This design comes from an exercise in tuning for small area and a short achievable clock period on the open sky130 flow, not from production work. The RTL was checked by simulation tests, not by an equivalence proof against the original design. No activity file was given, so power comes from the tool's default toggle rates.

## alu_top
module alu_top (
    input  logic                       clk,
    input  logic                       reset,
    input  logic                       enable,
    input  logic [2+4-1:0] op,
    input  logic [32-1:0]      opA,
    input  logic [32-1:0]      opB,
    input  logic                       cIn,
    output logic [32-1:0]      result,
    output logic [6-1:0] flags,
    output logic                       outValid
);
    logic [1:0] unit;
    logic [3:0] fn;
    assign unit = op[5:4];
    assign fn   = op[3:0];
    logic isArith, isLogic, isBits;
    assign isArith = (unit == 2'b01) && (fn < 4'd12);
    assign isLogic = (unit == 2'b10) && (fn < 4'd10);
    assign isBits  = (unit == 2'b11) && (fn < 4'd10);
    logic        useB, invY, invX, addC, selP, selG;
    logic [31:0] x, y, p, g, sum;
    logic        cout;
    assign useB = unit[1] ? ~(fn[3] & fn[0]) : (fn[3] | ~(fn[2] ^ fn[1]));
    assign invY = unit[1] ? (fn[3] | fn[2] | (fn[1] & fn[0]))
                          : (fn[3] | (fn[2] & fn[1]) | (~fn[2] & fn[0]));
  ...
export LEC_CHECK = 0
export ABC_AREA = 1
export CAP_MARGIN = 20
export CORE_MARGIN = 2
export CORE_UTILIZATION = 40
export SETUP_SLACK_MARGIN = 4.5
export SLEW_MARGIN = 20
create_clock -name core_clock -period 10.5 [get_ports {clk}]
standard.sh (not shown) runs the stock make flow with config.mk's settings and CLKGATE_MAP_FILE= SYNTH_SCRIPT=/design/flow/synth_recipe.tcl, a recipe that flattens the netlist after the stock synthesis.
==> flow/flow/run.sh <==
#!/bin/bash
# The standard layout, with three changes: no full/half adder cells
# (ADDER_MAP_FILE left empty, so ABC maps the adder logic itself), plain
# buffers (instead of the slow delay-cell default) buffer the ports, and after
# timing repair the resizer downsizes gates on paths with the most slack.
set -euo pipefail
export BUFFER_PORTS_ARGS="-buffer_cell sky130_fd_sc_hd__buf_2"
export RECOVER_POWER=20
bash standard.sh ADDER_MAP_FILE= finish > standard_flow.log 2>&1
Edit:
--- a/flow/flow/run.sh
+++ b/flow/flow/run.sh
@@ -7,3 +7,3 @@
 export BUFFER_PORTS_ARGS="-buffer_cell sky130_fd_sc_hd__buf_2"
-export RECOVER_POWER=20
+export RECOVER_POWER=50
 bash standard.sh ADDER_MAP_FILE= finish > standard_flow.log 2>&1
After rerunning: This time the run completed, yet does not pass: max-capacitance violations, max-slew violations; clock power hardly moves; die area stays the same; wire length barely changes; cell area barely changes; via count is about the same; synthesized cell count does not change; sequential power barely changes; final cell count does not change; first-iteration DRC count went down by 1.2%; core utilization barely changes; worst setup slack is better by 8.7 ps.
Edit:
==> flow/flow/run.sh (replaced) <==
#!/bin/bash
# The standard layout, with three changes: no full/half adder cells
# (ADDER_MAP_FILE left empty, so ABC maps the adder logic itself), plain
# buffers (instead of the slow delay-cell default) buffer the ports, and the
# resizer may swap a cell for one of another footprint.
set -euo pipefail
export BUFFER_PORTS_ARGS="-buffer_cell sky130_fd_sc_hd__buf_2"
bash standard.sh ADDER_MAP_FILE= MATCH_CELL_FOOTPRINT=0 finish > standard_flow.log 2>&1
After rerunning: The new run finished with timing, DRC and antenna clean; critical path depth does not change; total power hardly moves; routed wire length barely changes; via count came out higher slightly; utilization came out higher by 0.28 points; setup slack degrades by 64 ps.

---

alu_top, a different RTL version from the one above (not shown whole).
Size in the first run: roughly 1,900 cells after synthesis, about 110 I/O pins, ~10,000 um^2 of cells after synthesis.
==> flow/design.v (excerpt) <==
module alu_top (
    input  logic                       clk,
    input  logic                       reset,
    input  logic                       enable,
    input  logic [2+4-1:0] op,
    input  logic [32-1:0]      opA,
    input  logic [32-1:0]      opB,
    input  logic                       cIn,
    output logic [32-1:0]      result,
    output logic [6-1:0] flags,
    output logic                       outValid
);
Settings: LEC_CHECK=0, ABC_AREA=1, CAP_MARGIN=20, CORE_MARGIN=2, CORE_UTILIZATION=40, SETUP_SLACK_MARGIN=5, SLEW_MARGIN=20; clock period 10.5 ns.
==> flow/flow/run.sh <==
#!/bin/bash
# The standard layout, with two changes: no full/half adder cells
# (ADDER_MAP_FILE left empty, so ABC maps the adder logic itself), and plain
# buffers (instead of the slow delay-cell default) buffer the ports.
set -euo pipefail
export BUFFER_PORTS_ARGS="-buffer_cell sky130_fd_sc_hd__buf_2"
bash standard.sh ADDER_MAP_FILE= finish > standard_flow.log 2>&1
Rerun with:
==> flow/flow/run.sh (replaced) <==
#!/bin/bash
# The standard layout, with two changes: ABC maps with flow/abc.script
# (area-oriented amap mapping, cells left for the resizer to size), and
# plain buffers (instead of the slow delay-cell default) buffer the ports.
set -euo pipefail
export MY_WORK=$PWD
export MY_ABC_SCRIPT=$PWD/flow/abc.script
export BUFFER_PORTS_ARGS="-buffer_cell sky130_fd_sc_hd__buf_2"
bash standard.sh SYNTH_SCRIPT=$PWD/flow/synth_wrap.tcl finish > standard_flow.log 2>&1
==> flow/flow/abc.script (new file) <==
strash
dch
amap
topo
stime -c
==> flow/flow/synth_wrap.tcl (new file) <==
# The standard flow's synthesis script, with ABC's mapping script swapped for flow/abc.script.
proc abc {args} {
  set i [lsearch -exact $args -script]
  if { $i >= 0 } { lset args [expr {$i + 1}] $::env(MY_ABC_SCRIPT) }
  yosys abc {*}$args
}
source $::env(MY_WORK)/synth_recipe.tcl
- SETUP_SLACK_MARGIN: 5 -> 4
The changed run went through all stages and came out clean.
Fmax came out lower by a quarter to a third.
Flip-flop and latch count stays the same.
Cell area came out lower by roughly a tenth.
Cell count came out lower by a quarter to a third.
Synthesized cell count came out lower by a quarter to a third.
Hold slack loses 4.6 ps.

---

Setup of build 87:
RTL: one of the versions met above, not the one the previous note started from.
For scale: about 1800 cells after synthesis, about 36 flip-flops.
Settings: LEC_CHECK=0, ABC_AREA=1, CAP_MARGIN=20, CORE_MARGIN=2, CORE_UTILIZATION=40, SETUP_SLACK_MARGIN=4.7, SLEW_MARGIN=20; clock period 10.5 ns.
==> flow/flow/run.sh <==
#!/bin/bash
# The standard layout, with two changes: no full/half adder cells
# (ADDER_MAP_FILE left empty, so ABC maps the adder logic itself), and plain
# buffers (instead of the slow delay-cell default) buffer the ports.
set -euo pipefail
export BUFFER_PORTS_ARGS="-buffer_cell sky130_fd_sc_hd__buf_2"
bash standard.sh ADDER_MAP_FILE= finish > standard_flow.log 2>&1
Build 87: done, clean on timing, DRC and antenna
Here is what was changed in the inputs of build 55 compared with build 87.
- CORE_UTILIZATION changed from 40 to 50
- SETUP_SLACK_MARGIN changed from 4.7 to 4.5
diff --git a/flow/flow/run.sh b/flow/flow/run.sh
--- a/flow/flow/run.sh
+++ b/flow/flow/run.sh
@@ -6 +6 @@
-export BUFFER_PORTS_ARGS="-buffer_cell sky130_fd_sc_hd__buf_2"
+export BUFFER_PORTS_ARGS="-buffer_cell sky130_fd_sc_hd__buf_1"
--- outcome ---
Of the two values seen for critical path launch point, op[1] was produced by build 55 and op[0] by build 87.
Routed wire in build 55 totals less than in build 87.
When the final numbers for build 87 and build 55 were put side by side, the final critical-path share of the clock period turned out to be greater in build 55.
Relative to build 87, synthesis-to-layout area growth has decreased by 4.2 points in build 55.
Changes observed in build 55 relative to build 87: number of stages on the worst setup path -1; cell count after synthesis stayed essentially flat.
> inputs changed (build 55 -> build 81)
- GPL_TIMING_DRIVEN newly set to 0
- CORE_UTILIZATION changed from 50 to 40
diff --git a/flow/flow/run.sh b/flow/flow/run.sh
--- a/flow/flow/run.sh
+++ b/flow/flow/run.sh
@@ -6 +6 @@
-export BUFFER_PORTS_ARGS="-buffer_cell sky130_fd_sc_hd__buf_1"
+export BUFFER_PORTS_ARGS="-buffer_cell sky130_fd_sc_hd__buf_2"
### Flow results
Multi-input combinational gate total essentially unchanged between build 55 and build 81. In the reports for build 55 and build 81, the smaller count of cells resized by post-cts repair belongs to build 81. Re instance count on the critical path: build 81 is 5 down on build 55. Build 55 -> build 81: number of vias in the routed layout flat. Relative to build 55, largest net degree at the start of global routing decreased by 8 in build 81.
Changes in build 3 relative to build 81:
- GPL_TIMING_DRIVEN no longer set, was 0
- TNS_END_PERCENT now 50, previously not set
[summary]
Going from build 81 to build 3, worst-case hold slack shrinks by 0.0091 ns. Looking at core utilization, build 3 sits 1.1 points lower than build 81 does. Build 3 has met1 track demand over resource in global routing above what build 81 had. The multi-input gate share of the layout cell area of build 3 is higher than that of build 81. Changes observed in build 3 relative to build 81: fraction of area in clock buffers and inverters shows an increase of 0.18 points; via count shows a reduction of 2.8%; post-layout total power shows a reduction of 1.5%; minimum clock period shows a reduction of 0.14 ns. Build 3 against build 81: combinational group share of total power fell by 2.5 points; total wirelength of the detailed-routed design fell by about 6%; achievable clock frequency rose by about 2.5%. Build 3 ran to completion and came out clean on the timing, DRC and antenna checks. Build 81 closes out successfully: all stages finished, all timing, DRC and antenna checks passed.

---

alu_top, a different RTL version from the one above (not shown whole).
For scale: roughly 1900 cells after synthesis, roughly 36 flip-flops, roughly 110 I/O pins, about 10000 um^2 of cells after synthesis.
clock: 10.5 ns
lec_check: 0
abc_area: 1
cap_margin: 20
core_margin: 2
core_utilization: 40
slew_margin: 20
==> flow/flow/run.sh <==
#!/bin/bash
# The standard layout, with plain buffers (instead of the slow delay-cell
# default) as the input and output port buffers.
set -euo pipefail
export BUFFER_PORTS_ARGS="-buffer_cell sky130_fd_sc_hd__buf_2"
bash standard.sh finish > standard_flow.log 2>&1
Edit:
--- a/flow/config.mk
+++ b/flow/config.mk
@@ -10,3 +10,4 @@
 export CORE_MARGIN = 2
 export CORE_UTILIZATION = 40
+export SETUP_SLACK_MARGIN = 3
 export SLEW_MARGIN = 20
The changed run finished clean.
Via count went up by 0.39%.
Design area went up by 0.61%.
Setup slack gets better by 1100 ps.
Edit:
==> flow/run.sh (new file) <==
#!/bin/bash
# synth_recipe.tcl (not shown) runs the flow's synth.tcl, then flattens the netlist and writes it again
# the make line also repeats each setting of config.mk as NAME=value (left out here)
make -C /OpenROAD-flow-scripts/flow DESIGN_CONFIG=/design/flow/config.mk WORK_HOME=/design/flow/orfs CLKGATE_MAP_FILE= SYNTH_SCRIPT=/design/flow/synth_recipe.tcl finish
--- a/flow/config.mk
+++ b/flow/config.mk
@@ -10,4 +10,3 @@
 export CORE_MARGIN = 2
 export CORE_UTILIZATION = 40
-export SETUP_SLACK_MARGIN = 3
 export SLEW_MARGIN = 20
removed: flow/flow/run.sh
removed: flow/standard.sh
After rerunning: Worst setup slack degrades by 1500 ps. Via count went down by 0.65%. Non-clock buffer count went down by 1. Synthesized area does not change.
Edit:
==> flow/flow/run.sh (new file) <==
#!/bin/bash
# The standard layout, with plain buffers (instead of the slow delay-cell
# default) as the input and output port buffers.
set -euo pipefail
export BUFFER_PORTS_ARGS="-buffer_cell sky130_fd_sc_hd__buf_2"
bash standard.sh finish > standard_flow.log 2>&1
==> flow/standard.sh (new file) <==
#!/bin/bash
# synth_recipe.tcl (not shown) runs the flow's synth.tcl, then flattens the netlist and writes it again
# the make line also repeats each setting of config.mk as NAME=value (left out here)
make -C /OpenROAD-flow-scripts/flow DESIGN_CONFIG=/design/flow/config.mk WORK_HOME=/design/flow/orfs CLKGATE_MAP_FILE= SYNTH_SCRIPT=/design/flow/synth_recipe.tcl "${@:-finish}"
--- a/flow/config.mk
+++ b/flow/config.mk
@@ -10,3 +10,4 @@
 export CORE_MARGIN = 2
 export CORE_UTILIZATION = 40
+export SETUP_SLACK_MARGIN = 4
 export SLEW_MARGIN = 20
removed: flow/run.sh
Combinational power is higher by about 10%.
Total power went up by 9.2%.
Utilization grows by 1.1 points.
Area after synthesis is unchanged.
Edit:
--- a/flow/config.mk
+++ b/flow/config.mk
@@ -10,4 +10,4 @@
 export CORE_MARGIN = 2
 export CORE_UTILIZATION = 40
-export SETUP_SLACK_MARGIN = 4
+export SETUP_SLACK_MARGIN = 5
 export SLEW_MARGIN = 20
=> The changed run went through all stages and came out clean. Hold slack degrades by 15 ps. Critical path depth rises by 2. Final area is higher by about 10%. Wire length went up by 6.7%. First-iteration DRC count came out higher by about 33%. Final cell count came out higher by about 2.4%. Die area stays the same. Setup slack improved by 74 ps. Synthesized cell count stays the same.

## separate check: timing with driven ports
How much do the figures lean on ideal ports? The routed layouts below were timed once more, with nothing changed but the port constraints. Step 1: set_driving_cell puts a clkbuf_16 on clk and a buf_2 on each other input, an assumption about the parent block. Step 2 adds t to the input delays and takes it off the output delays; t is the mean of the earliest and latest rising clock arrival at the registers after step 1. Input paths then give back, and output paths get back, about the clock's delay inside the block. Slacks: no drivers / after step 1 / after step 2; pairs: no drivers / after step 1.
| run | t, ns | setup WS [ns] | worst hold slack (ns) | pins driven straight from the clock port |
|---|---|---|---|---|
| the first run of note 1 | 0.333 | 4.752 / 4.771 / 4.438 | 2.036 / 2.017 / 2.350 | 1 |
| the second run of note 1 | 0.335 | 4.761 / 4.777 / 4.442 | 2.035 / 2.016 / 2.351 | 1 |
| the third run of note 1 | 0.333 | 4.697 / 4.712 / 4.379 | 2.034 / 2.015 / 2.348 | 1 |
| the first run of note 2 | 0.323 | 5.017 / 5.011 / 4.689 | 2.053 / 2.038 / 2.361 | 1 |
| the second run of note 2 | 0.329 | 3.302 / 3.298 / 2.969 | 2.049 / 2.032 / 2.361 | 1 |
| build 87 | 0.335 | 4.880 / 4.895 / 4.560 | 2.038 / 2.019 / 2.354 | 1 |
| build 55 | 0.324 | 4.668 / 4.687 / 4.363 | 2.047 / 2.029 / 2.353 | 1 |
| build 81 | 0.320 | 4.613 / 4.625 / 4.305 | 2.045 / 2.030 / 2.350 | 1 |
| build 3 | 0.333 | 4.754 / 4.773 / 4.440 | 2.036 / 2.017 / 2.350 | 1 |
| the first run of note 4 | 0.312 | 2.199 / 2.205 / 1.892 | 0.460 / 0.460 / 0.460 | 1 |
| the second run of note 4 | 0.311 | 3.322 / 3.327 / 3.016 | 0.460 / 0.460 / 0.460 | 1 |
| the third run of note 4 | 0.326 | 1.850 / 1.870 / 1.545 | 0.469 / 0.469 / 0.469 | 1 |
| the fourth run of note 4 | 0.325 | 4.071 / 4.048 / 3.723 | 0.478 / 0.478 / 0.478 | 1 |
| the fifth run of note 4 | 0.323 | 4.145 / 4.120 / 3.797 | 0.463 / 0.463 / 0.463 | 1 |
